What follows belongs to an exercise in optimizing a design on an open flow for small area and a short achievable clock period; a production flow would make more cautious choices. Function was checked by simulation only, so behaviour that the tests miss may differ from the original. No activity file was given, so power comes from the tool's default toggle rates.

==> inputs of v29 <==
==> flow/design.v (excerpt) <==
module conv_top (
	input  logic    clk,
	input  logic    rst_n,
	input  logic    filter_valid,
	input  logic    image_valid,
	input  conv_pkg::sample_t in_data,
	output logic    out_valid,
	output conv_pkg::result_t out_data
);
	localparam int COL_LAT = 3;
	localparam int ROW_LAT = 2;
	logic [conv_pkg::TAPS-1:0][1:0] bt_one, bt_two, bt_neg;
	conv_pkg::sample_t [conv_pkg::TAPS-1:0] col_taps;
	logic       res_flag;
	conv_pkg::sample_t [conv_pkg::TAPS-1:0] col_pix;
	conv_pkg::sample_t [conv_pkg::TAPS-1:0] col_pix_d;
	conv_pkg::col_sum_t cs;
	logic [COL_LAT+ROW_LAT-1:0] res_pipe;
	filter_tap_loader u_filter_tap_loader (
		.clk          (clk),
		.filter_valid (filter_valid),
		.in_data      (in_data),
		.bt_one       (bt_one),
		.bt_two       (bt_two),
		.bt_neg       (bt_neg),
		.col_taps     (col_taps)
	);
	row_result_store u_row_result_store (
		.clk         (clk),
		.rst_n       (rst_n),
		.image_valid (image_valid),
		.in_data     (in_data),
		.res_flag    (res_flag),
		.col_pix     (col_pix),
		.col_pix_d   (col_pix_d)
	);
	vertical_filter u_vertical_filter (
		.clk       (clk),
		.col_pix   (col_pix),
		.col_pix_d (col_pix_d),
		.col_taps  (col_taps),
		.cs        (cs)
	);
	horizontal_filter u_horizontal_filter (
		.clk       (clk),
		.cs        (cs),
		.bt_one    (bt_one),
		.bt_two    (bt_two),
		.bt_neg    (bt_neg),
		.out_data  (out_data)
	);
	always_ff @(posedge clk or negedge rst_n) begin
		if (!rst_n) begin
			res_pipe <= '0;
		end else begin
			res_pipe <= {res_pipe[COL_LAT+ROW_LAT-2:0], res_flag};
		end
	end
	assign out_valid = res_pipe[COL_LAT+ROW_LAT-1];
endmodule
export LEC_CHECK = 0
export ABC_CLOCK_PERIOD_IN_PS = 2100
export CAP_MARGIN = 20
export CORE_MARGIN = 2
export CORE_UTILIZATION = 40
export CTS_BUF_LIST = sky130_fd_sc_hd__clkbuf_16
export CTS_CLUSTER_DIAMETER = 150
export CTS_CLUSTER_SIZE = 25
export SETUP_SLACK_MARGIN = 2.4
export SLEW_MARGIN = 20
export SYNTH_HIERARCHICAL = 1
create_clock -name core_clock -period 4.5 [get_ports {clk}]
run.sh (not shown) runs the stock make flow with config.mk's settings and CLKGATE_MAP_FILE= SYNTH_SCRIPT=/design/flow/synth_recipe.tcl, a recipe that flattens the netlist after the stock synthesis.
==> v17 (differences from v29) <==
--- a/flow/design.v
+++ b/flow/design.v
@@ -58,33 +58,12 @@
 	input  logic a,
 	input  logic b,
 	output logic y
 );
 	assign y = ~(a ^ b);
 endmodule
-module csa_bpp (
-	input  logic x1,
-	input  logic x0,
-	input  logic one,
-	input  logic two,
-	input  logic neg,
-	output logic y
-);
-	logic s;
-	csa_bsel u_sel (.x1(x1), .x0(x0), .one(one), .two(two), .s(s));
-	assign y = s ^ neg;
-endmodule
-module csa_bsel (
-	input  logic x1,
-	input  logic x0,
-	input  logic one,
-	input  logic two,
-	output logic s
-);
-	assign s = ~((one & x1) | (two & x0));
-endmodule
 `timescale 1ns/10ps
 module filter_tap_loader (
 	input  logic    clk,
 	input  logic    filter_valid,
 	input  conv_pkg::sample_t in_data,
 	output logic [conv_pkg::TAPS-1:0][1:0] bt_one,
@@ -138,20 +117,12 @@
 		end
 		win[conv_pkg::TAPS-2] <= cs;
 	end
 	always_comb begin
 		win[conv_pkg::TAPS-1] = cs;
 	end
-	localparam int WIN_EXTRA = 0;
-	conv_pkg::col_sum_t win_old [WIN_EXTRA > 0 ? WIN_EXTRA : 1];
-	always_ff @(posedge clk) begin
-		win_old[0] <= win[0];
-		for (int e = 1; e < WIN_EXTRA; e++) begin
-			win_old[e] <= win_old[e-1];
-		end
-	end
 	logic rt_n0;
 	logic rt_n1;
 	logic rt_n2;
 	logic rt_n3;
 	logic rt_n4;
 	logic rt_n5;
==> flow/config.mk (replaced) <==
export PLATFORM = sky130hd
export DESIGN_NAME = conv_top
export DESIGN_NICKNAME = conv_top
export VERILOG_FILES = /design/flow/design.v
export SDC_FILE = /design/flow/constraint.sdc
export NUM_CORES = 4
export LEC_CHECK = 0
export ABC_CLOCK_PERIOD_IN_PS = 2050
export CAP_MARGIN = 20
export CORE_MARGIN = 2
export CORE_UTILIZATION = 40
export CTS_BUF_LIST = sky130_fd_sc_hd__clkbuf_16
export CTS_CLUSTER_DIAMETER = 150
export CTS_CLUSTER_SIZE = 25
export SETUP_SLACK_MARGIN = 2.45
export SLEW_MARGIN = 20
export SYNTH_HIERARCHICAL = 1
==> v3 (differences from v29) <==
--- a/flow/design.v
+++ b/flow/design.v
@@ -58,33 +58,12 @@
 	input  logic a,
 	input  logic b,
 	output logic y
 );
 	assign y = ~(a ^ b);
 endmodule
-module csa_bpp (
-	input  logic x1,
-	input  logic x0,
-	input  logic one,
-	input  logic two,
-	input  logic neg,
-	output logic y
-);
-	logic s;
-	csa_bsel u_sel (.x1(x1), .x0(x0), .one(one), .two(two), .s(s));
-	assign y = s ^ neg;
-endmodule
-module csa_bsel (
-	input  logic x1,
-	input  logic x0,
-	input  logic one,
-	input  logic two,
-	output logic s
-);
-	assign s = ~((one & x1) | (two & x0));
-endmodule
 `timescale 1ns/10ps
 module filter_tap_loader (
 	input  logic    clk,
 	input  logic    filter_valid,
 	input  conv_pkg::sample_t in_data,
 	output logic [conv_pkg::TAPS-1:0][1:0] bt_one,
@@ -138,20 +117,12 @@
 		end
 		win[conv_pkg::TAPS-2] <= cs;
 	end
 	always_comb begin
 		win[conv_pkg::TAPS-1] = cs;
 	end
-	localparam int WIN_EXTRA = 0;
-	conv_pkg::col_sum_t win_old [WIN_EXTRA > 0 ? WIN_EXTRA : 1];
-	always_ff @(posedge clk) begin
-		win_old[0] <= win[0];
-		for (int e = 1; e < WIN_EXTRA; e++) begin
-			win_old[e] <= win_old[e-1];
-		end
-	end
 	logic rt_n0;
 	logic rt_n1;
 	logic rt_n2;
 	logic rt_n3;
 	logic rt_n4;
 	logic rt_n5;
==> flow/config.mk (replaced) <==
export PLATFORM = sky130hd
export DESIGN_NAME = conv_top
export DESIGN_NICKNAME = conv_top
export VERILOG_FILES = /design/flow/design.v
export SDC_FILE = /design/flow/constraint.sdc
export NUM_CORES = 4
export LEC_CHECK = 0
export ABC_CLOCK_PERIOD_IN_PS = 2050
export CAP_MARGIN = 20
export CORE_MARGIN = 2
export CORE_UTILIZATION = 40
export CTS_BUF_LIST = sky130_fd_sc_hd__clkbuf_16
export CTS_CLUSTER_DIAMETER = 150
export CTS_CLUSTER_SIZE = 25
export GPL_TIMING_DRIVEN = 0
export SETUP_SLACK_MARGIN = 2.45
export SLEW_MARGIN = 20
export SYNTH_HIERARCHICAL = 1
==> qor summary <==
quantity	v17	v3	v29
Filler cell count in the final layout	3670	3676	3653
Leakage power	6.89 nW	6.96 nW	6.64 nW
Max VDD drop	0.329 mV	0.373 mV	0.315 mV
Number of cells upsized or downsized after cts	39	68	24
Number of nets at the end of the flow	1355	1371	1308
Drt wl/cell	17.1 µm	16.6 µm	17.6 µm
Power, Total	14.1 mW	14.3 mW	13.9 mW
Iter 0 DRT Violations	597	485	546
Transition time of the tightest slew-check pin	1.05 ns	0.694 ns	0.836 ns
Result of the run	complete, no violations	complete, no violations	complete, no violations
Maximum number of pins on one net before global-route repair	89	90	69
Average via count per standard cell	4.92	4.83	4.94
Arrival @ worst endpoint	2.45 ns	2.47 ns	2.51 ns

[what the ideal ports hide]
No port has a modelled driver above. Below, the same layouts with a new extraction and two added sets of constraints. Step 1 (the two cells are an assumption about what drives the block):
set clk [get_ports {clk}]
set_driving_cell -lib_cell sky130_fd_sc_hd__clkbuf_16 $clk
set_driving_cell -lib_cell sky130_fd_sc_hd__buf_2 [delete_from_list [all_inputs] $clk]
Step 2 adds t to the input delays and takes it off the output delays; t is the mean of the earliest and latest rising clock arrival at the registers after step 1. Input paths then give back, and output paths get back, about the clock's delay inside the block. Three values: ideal, step 1, step 2; two values: the first two.
run | shift t [ns] | setup WS [ns] | clock arrival spread, ns | worst register clock-pin slew, ns
v29 | 0.575 | 2.448 / 2.420 / 2.169 | 0.040 / 0.041 | 0.11 / 0.11
v17 | 0.579 | 2.487 / 2.441 / 2.110 | 0.028 / 0.027 | 0.10 / 0.10
v3 | 0.581 | 2.481 / 2.441 / 2.259 | 0.031 / 0.031 | 0.11 / 0.11
After both steps setup and hold are still met in every run listed. For v17, which loses most, drivers alone change the setup slack by -0.046 ns; drivers and shift together by -0.377 ns.
